This is an optimization exercise on Yosys and OpenROAD, whose aim is small area and a short achievable clock period, not a production implementation. Where RTL was checked, it was by simulation tests only, not by an equivalence proof against the original. No driver is modelled on the clock port, so clock power and skew are understated where the tree is cut down; a real chip needs a root buffer or a tree.

## rev 12
## coreSvc
module coreSvc (
	input  logic                    EXTCLK,
	input  logic                    rstN,
	input  logic                    streamWr,
	input  coreSvcPkg::returnBeat_t streamWrBeat,
	output logic                    streamFull,
	input  logic                    netWr,
	input  coreSvcPkg::returnBeat_t netWrBeat,
	output logic                    netFull,
	input  logic                    localDrdy,
	input  coreSvcPkg::returnBeat_t localBeat,
	output logic                    localRd,
	output logic                    coreDrdy,
	output coreSvcPkg::returnBeat_t coreBeat,
	output logic                    tickPulse,
	input  coreSvcPkg::intCtrl_t    intCtrl,
	input  coreSvcPkg::coreState_t  coreState,
	output logic                    coreStop,
	output logic                    msgIntReq
);
Size: roughly 1400 flip-flops, ~49000 sq um of cells after synthesis.
==> module returnFifo, before the edit <==
module returnFifo #(
	parameter int depth = 16
) (
	input  logic                    EXTCLK,
	input  logic                    rstN,
	input  logic                    wr,
	input  coreSvcPkg::returnBeat_t wrBeat,
	input  logic                    rdNow,
	input  logic                    rdNext,
	output logic [depth-1:0]        rdSel,
	output logic [depth*(3+8+64)-1:0] memFlat,
	output logic                    notEmpty,
	output logic                    notEmptyNext,
	output logic                    full,
	output logic                    fullOut
);
	localparam int beatW = 3 + 8 + 64;
	logic [beatW-1:0] mem [0:depth-1];
	logic [depth-1:0] wrPtr;
	logic [depth-1:0] rdPtr;
	logic [depth-1:0] wrPtrNext;
	logic [depth-1:0] rdPtrNext;
	logic             fifteen;
	logic             two;
	logic             oneLeft;
	logic             oneLeftNext;
	logic             fullNext;
	logic             doWr;
	assign doWr = wr & ~full;
	always_comb
	begin
		if (fullNext)
			wrPtrNext = '0;
		else if (full)
			wrPtrNext = rdPtr;
		else if (doWr)
			wrPtrNext = {wrPtr[depth-2:0], wrPtr[depth-1]};
		else
			wrPtrNext = wrPtr;
	end
	assign rdPtrNext = rdNow ? {rdPtr[depth-2:0], rdPtr[depth-1]} : rdPtr;
	assign fifteen = |({wrPtr[depth-2:0], wrPtr[depth-1]} & rdPtr);
	assign two = |({rdPtr[depth-3:0], rdPtr[depth-1:depth-2]} & wrPtr);
	assign notEmptyNext = doWr | (notEmpty & ~(rdNow & oneLeft));
	assign fullNext = (full & ~rdNow) | (doWr & ~rdNow & fifteen);
	always_comb
	begin
		case ({doWr, rdNow})
			2'b10: oneLeftNext = ~notEmpty;
			2'b01: oneLeftNext = two;
			default: oneLeftNext = oneLeft;
		endcase
	end
	genvar i;
	generate
		for (i = 0; i < depth; i++) begin : g_ent
			assign memFlat[i*beatW +: beatW] = mem[i];
			always_ff @(posedge EXTCLK)
			begin
				if (wrPtr[i])
					mem[i] <= wrBeat;
			end
		end
	endgenerate
	always_ff @(posedge EXTCLK or negedge rstN)
	begin
		if (!rstN)
		begin
			wrPtr <= depth'(1);
			rdPtr <= depth'(1);
			notEmpty <= 1'b0;
			full <= 1'b0;
			oneLeft <= 1'b0;
			fullOut <= 1'b0;
			rdSel <= '0;
		end
		else
		begin
			wrPtr <= wrPtrNext;
			rdPtr <= rdPtrNext;
			notEmpty <= notEmptyNext;
			full <= fullNext;
			oneLeft <= oneLeftNext;
			fullOut <= (fullOut & ~rdNow) | (doWr & ~rdNow & fifteen);
			rdSel <= rdPtrNext & {depth{rdNext}};
		end
	end
endmodule
==> module returnArbiter, before the edit <==
module returnArbiter #(
	parameter int depth = 16
) (
	input  logic                    EXTCLK,
	input  logic                    rstN,
	input  logic                    netWr,
	input  coreSvcPkg::returnBeat_t netWrBeat,
	output logic                    netFull,
	input  logic                    streamNotEmpty,
	input  logic                    streamNotEmptyNext,
	input  logic [depth-1:0]        streamSel,
	input  logic [depth*(3+8+64)-1:0] streamMem,
	output logic                    streamRd,
	output logic                    streamRdNext,
	input  logic                    localDrdy,
	input  coreSvcPkg::returnBeat_t localBeat,
	output logic                    localRd,
	output logic                    coreDrdy,
	output coreSvcPkg::returnBeat_t coreBeat
);
	localparam int beatW = 3 + 8 + 64;
	logic             netSel;
	logic             localBusy;
	logic             localSel;
	logic [beatW-1:0] netHead;
	logic [beatW-1:0] nextBeat;
	assign netFull = 1'b0;
	always_ff @(posedge EXTCLK or negedge rstN)
	begin
		if (!rstN)
		begin
			netSel <= 1'b0;
			streamRd <= 1'b0;
			localBusy <= 1'b0;
		end
		else
		begin
			netSel <= netWr;
			streamRd <= streamRdNext;
			localBusy <= netWr | streamNotEmptyNext;
		end
	end
	always_ff @(posedge EXTCLK)
		netHead <= netWrBeat;
	assign streamRdNext = ~netWr & streamNotEmptyNext;
	assign localRd = ~localBusy & localDrdy;
	assign localSel = ~netSel & ~streamNotEmpty;
	logic [beatW-1:0] pairBeat [0:depth/2-1];
	logic [depth/2-1:0] pairSel;
	always_comb
	begin
		nextBeat = ({beatW{netSel}} & netHead) | ({beatW{localSel}} & localBeat);
		for (int i = 0; i < depth/2; i++)
		begin
			pairSel[i] = streamSel[2*i] | streamSel[2*i+1];
			pairBeat[i] = streamSel[2*i+1] ? streamMem[(2*i+1)*beatW +: beatW] : streamMem[(2*i)*beatW +: beatW];
			nextBeat = nextBeat | ({beatW{pairSel[i]}} & pairBeat[i]);
		end
	end
	always_ff @(posedge EXTCLK or negedge rstN)
	begin
		if (!rstN)
			coreDrdy <= 1'b0;
		else
			coreDrdy <= netSel | streamNotEmpty | localDrdy;
	end
	always_ff @(posedge EXTCLK)
		coreBeat <= nextBeat;
endmodule
==> module coreSvc, before the edit <==
module coreSvc (
	input  logic                    EXTCLK,
	input  logic                    rstN,
	input  logic                    streamWr,
	input  coreSvcPkg::returnBeat_t streamWrBeat,
	output logic                    streamFull,
	input  logic                    netWr,
	input  coreSvcPkg::returnBeat_t netWrBeat,
	output logic                    netFull,
	input  logic                    localDrdy,
	input  coreSvcPkg::returnBeat_t localBeat,
	output logic                    localRd,
	output logic                    coreDrdy,
	output coreSvcPkg::returnBeat_t coreBeat,
	output logic                    tickPulse,
	input  coreSvcPkg::intCtrl_t    intCtrl,
	input  coreSvcPkg::coreState_t  coreState,
	output logic                    coreStop,
	output logic                    msgIntReq
);
	localparam int depth = 16;
	localparam int beatW = 3 + 8 + 64;
	logic [depth-1:0]       streamSel;
	logic [depth*beatW-1:0] streamMem;
	logic                   streamNotEmpty;
	logic                   streamNotEmptyNext;
	logic                   streamRd;
	logic                   streamRdNext;
	returnFifo streamFifo (.EXTCLK(EXTCLK), .rstN(rstN), .wr(streamWr), .wrBeat(streamWrBeat),
		.rdNow(streamRd), .rdNext(streamRdNext), .rdSel(streamSel), .memFlat(streamMem),
		.notEmpty(streamNotEmpty), .notEmptyNext(streamNotEmptyNext), .full(), .fullOut(streamFull));
	returnArbiter arbiter (.EXTCLK(EXTCLK), .rstN(rstN),
		.netWr(netWr), .netWrBeat(netWrBeat), .netFull(netFull),
		.streamNotEmpty(streamNotEmpty), .streamNotEmptyNext(streamNotEmptyNext),
		.streamSel(streamSel), .streamMem(streamMem), .streamRd(streamRd),
		.streamRdNext(streamRdNext),
		.localDrdy(localDrdy), .localBeat(localBeat), .localRd(localRd),
		.coreDrdy(coreDrdy), .coreBeat(coreBeat));
	tickGen tick (.EXTCLK(EXTCLK), .rstN(rstN), .tickPulse(tickPulse));
	intSequencer intSeq (.EXTCLK(EXTCLK), .rstN(rstN), .intCtrl(intCtrl),
		.coreState(coreState), .coreStop(coreStop), .msgIntReq(msgIntReq));
endmodule
Settings: LEC_CHECK=0, CAP_MARGIN=20, CORE_MARGIN=2, CORE_UTILIZATION=60, SETUP_SLACK_MARGIN=2.0, SLEW_MARGIN=20; clock period 4.0 ns.
standard.sh (not shown) runs the stock make flow with config.mk's settings and CLKGATE_MAP_FILE= SYNTH_SCRIPT=/design/flow/synth_recipe.tcl, a recipe that flattens the netlist after the stock synthesis.
==> flow/flow/run.sh <==
#!/bin/bash
# The standard layout (standard.sh, unchanged synthesis) with these changes:
#  - port buffers made from buf_2 instead of the resizer's default pick
#  - clock tree sinks clustered by 25 within 200 um, without dummy loads
#  - after CTS (post_cts.tcl): the clock root buffer is removed and the clock
#    port drives the mid-level clock buffers directly, merged to 4 of them,
#    so registers get the clock through two balanced buffer levels
cp standard.sh standard_sh.txt.log
export BUFFER_PORTS_ARGS="-buffer_cell sky130_fd_sc_hd__buf_2"
export CTS_ARGS="-sink_clustering_enable -repair_clock_nets -sink_clustering_size 25 -sink_clustering_max_diameter 200 -dont_use_dummy_load"
export POST_CTS_TCL="$(pwd)/flow/post_cts.tcl"
bash standard.sh > standard.log 2>&1
Other scripts of this flow, unchanged in this note and not shown: flow/flow/flatroot.tcl, flow/flow/post_cts.tcl
Modified inputs, rev 13 compared to rev 12
--- a/flow/design.v
+++ b/flow/design.v
@@ -26,7 +26,6 @@
 	input  logic                    wr,
 	input  coreSvcPkg::returnBeat_t wrBeat,
 	input  logic                    rdNow,
-	input  logic                    rdNext,
 	output logic [depth-1:0]        rdSel,
 	output logic [depth*(3+8+64)-1:0] memFlat,
 	output logic                    notEmpty,
@@ -71,6 +70,7 @@
 			default: oneLeftNext = oneLeft;
 		endcase
 	end
+	assign rdSel = rdPtr & {depth{rdNow}};
 	genvar i;
 	generate
 		for (i = 0; i < depth; i++) begin : g_ent
@@ -92,7 +92,6 @@
 			full <= 1'b0;
 			oneLeft <= 1'b0;
 			fullOut <= 1'b0;
-			rdSel <= '0;
 		end
 		else
 		begin
@@ -102,7 +101,6 @@
 			full <= fullNext;
 			oneLeft <= oneLeftNext;
 			fullOut <= (fullOut & ~rdNow) | (doWr & ~rdNow & fifteen);
-			rdSel <= rdPtrNext & {depth{rdNext}};
 		end
 	end
 endmodule
@@ -122,7 +120,6 @@
 	input  logic [depth-1:0]        streamSel,
 	input  logic [depth*(3+8+64)-1:0] streamMem,
 	output logic                    streamRd,
-	output logic                    streamRdNext,
 	input  logic                    localDrdy,
 	input  coreSvcPkg::returnBeat_t localBeat,
 	output logic                    localRd,
@@ -147,13 +144,12 @@
 		else
 		begin
 			netSel <= netWr;
-			streamRd <= streamRdNext;
+			streamRd <= ~netWr & streamNotEmptyNext;
 			localBusy <= netWr | streamNotEmptyNext;
 		end
 	end
 	always_ff @(posedge EXTCLK)
 		netHead <= netWrBeat;
-	assign streamRdNext = ~netWr & streamNotEmptyNext;
 	assign localRd = ~localBusy & localDrdy;
 	assign localSel = ~netSel & ~streamNotEmpty;
 	logic [beatW-1:0] pairBeat [0:depth/2-1];
@@ -273,15 +269,13 @@
 	logic                   streamNotEmpty;
 	logic                   streamNotEmptyNext;
 	logic                   streamRd;
-	logic                   streamRdNext;
 	returnFifo streamFifo (.EXTCLK(EXTCLK), .rstN(rstN), .wr(streamWr), .wrBeat(streamWrBeat),
-		.rdNow(streamRd), .rdNext(streamRdNext), .rdSel(streamSel), .memFlat(streamMem),
+		.rdNow(streamRd), .rdSel(streamSel), .memFlat(streamMem),
 		.notEmpty(streamNotEmpty), .notEmptyNext(streamNotEmptyNext), .full(), .fullOut(streamFull));
 	returnArbiter arbiter (.EXTCLK(EXTCLK), .rstN(rstN),
 		.netWr(netWr), .netWrBeat(netWrBeat), .netFull(netFull),
 		.streamNotEmpty(streamNotEmpty), .streamNotEmptyNext(streamNotEmptyNext),
 		.streamSel(streamSel), .streamMem(streamMem), .streamRd(streamRd),
-		.streamRdNext(streamRdNext),
 		.localDrdy(localDrdy), .localBeat(localBeat), .localRd(localRd),
 		.coreDrdy(coreDrdy), .coreBeat(coreBeat));
 	tickGen tick (.EXTCLK(EXTCLK), .rstN(rstN), .tickPulse(tickPulse));
### Flow results
- Rev 13: no failed stages, no open violations at the end
- Rev 12 → rev 13: met2 routing resource usage after global routing decreased by 5.0 points relative to the old numbers; final wirelength down 8400 um; total instance count after detailed placement barely changed; cell area saw an increase.
- On rev 13: gate count after technology mapping is 0.66% higher than what rev 12 gave.
- Between rev 13 and rev 12, the difference in area after synthesis is negligible.
Only the layout flow was run in rev 13; the RTL was not checked for function there.

-- port drivers added, routing unchanged --
Ports are ideal in the flow. The routed layouts listed here were re-timed in OpenROAD.
Step 1 (the two cells are an assumption about what drives the block):
set clk [get_ports {EXTCLK}]
set_driving_cell -lib_cell sky130_fd_sc_hd__clkbuf_16 $clk
set_driving_cell -lib_cell sky130_fd_sc_hd__buf_2 [delete_from_list [all_inputs] $clk]
Step 2 adds t to the input delays and takes it off the output delays; t is the mean of the earliest and latest rising clock arrival at the registers after step 1. Input paths then give back, and output paths get back, about the clock's delay inside the block.
Slacks: no drivers / after step 1 / after step 2; pairs: no drivers / after step 1.
run | t, ns | setup WS [ns] | pins driven straight from the clock port
rev 12 | 0.621 | 1.998 / 1.943 / 1.630 | 4
rev 13 | 0.604 | 1.972 / 1.917 / 1.844 | 4
After both steps every run listed still meets setup and hold. The setup slack of rev 12, which loses most, moves by -0.055 ns with the drivers and by -0.368 ns with both steps.
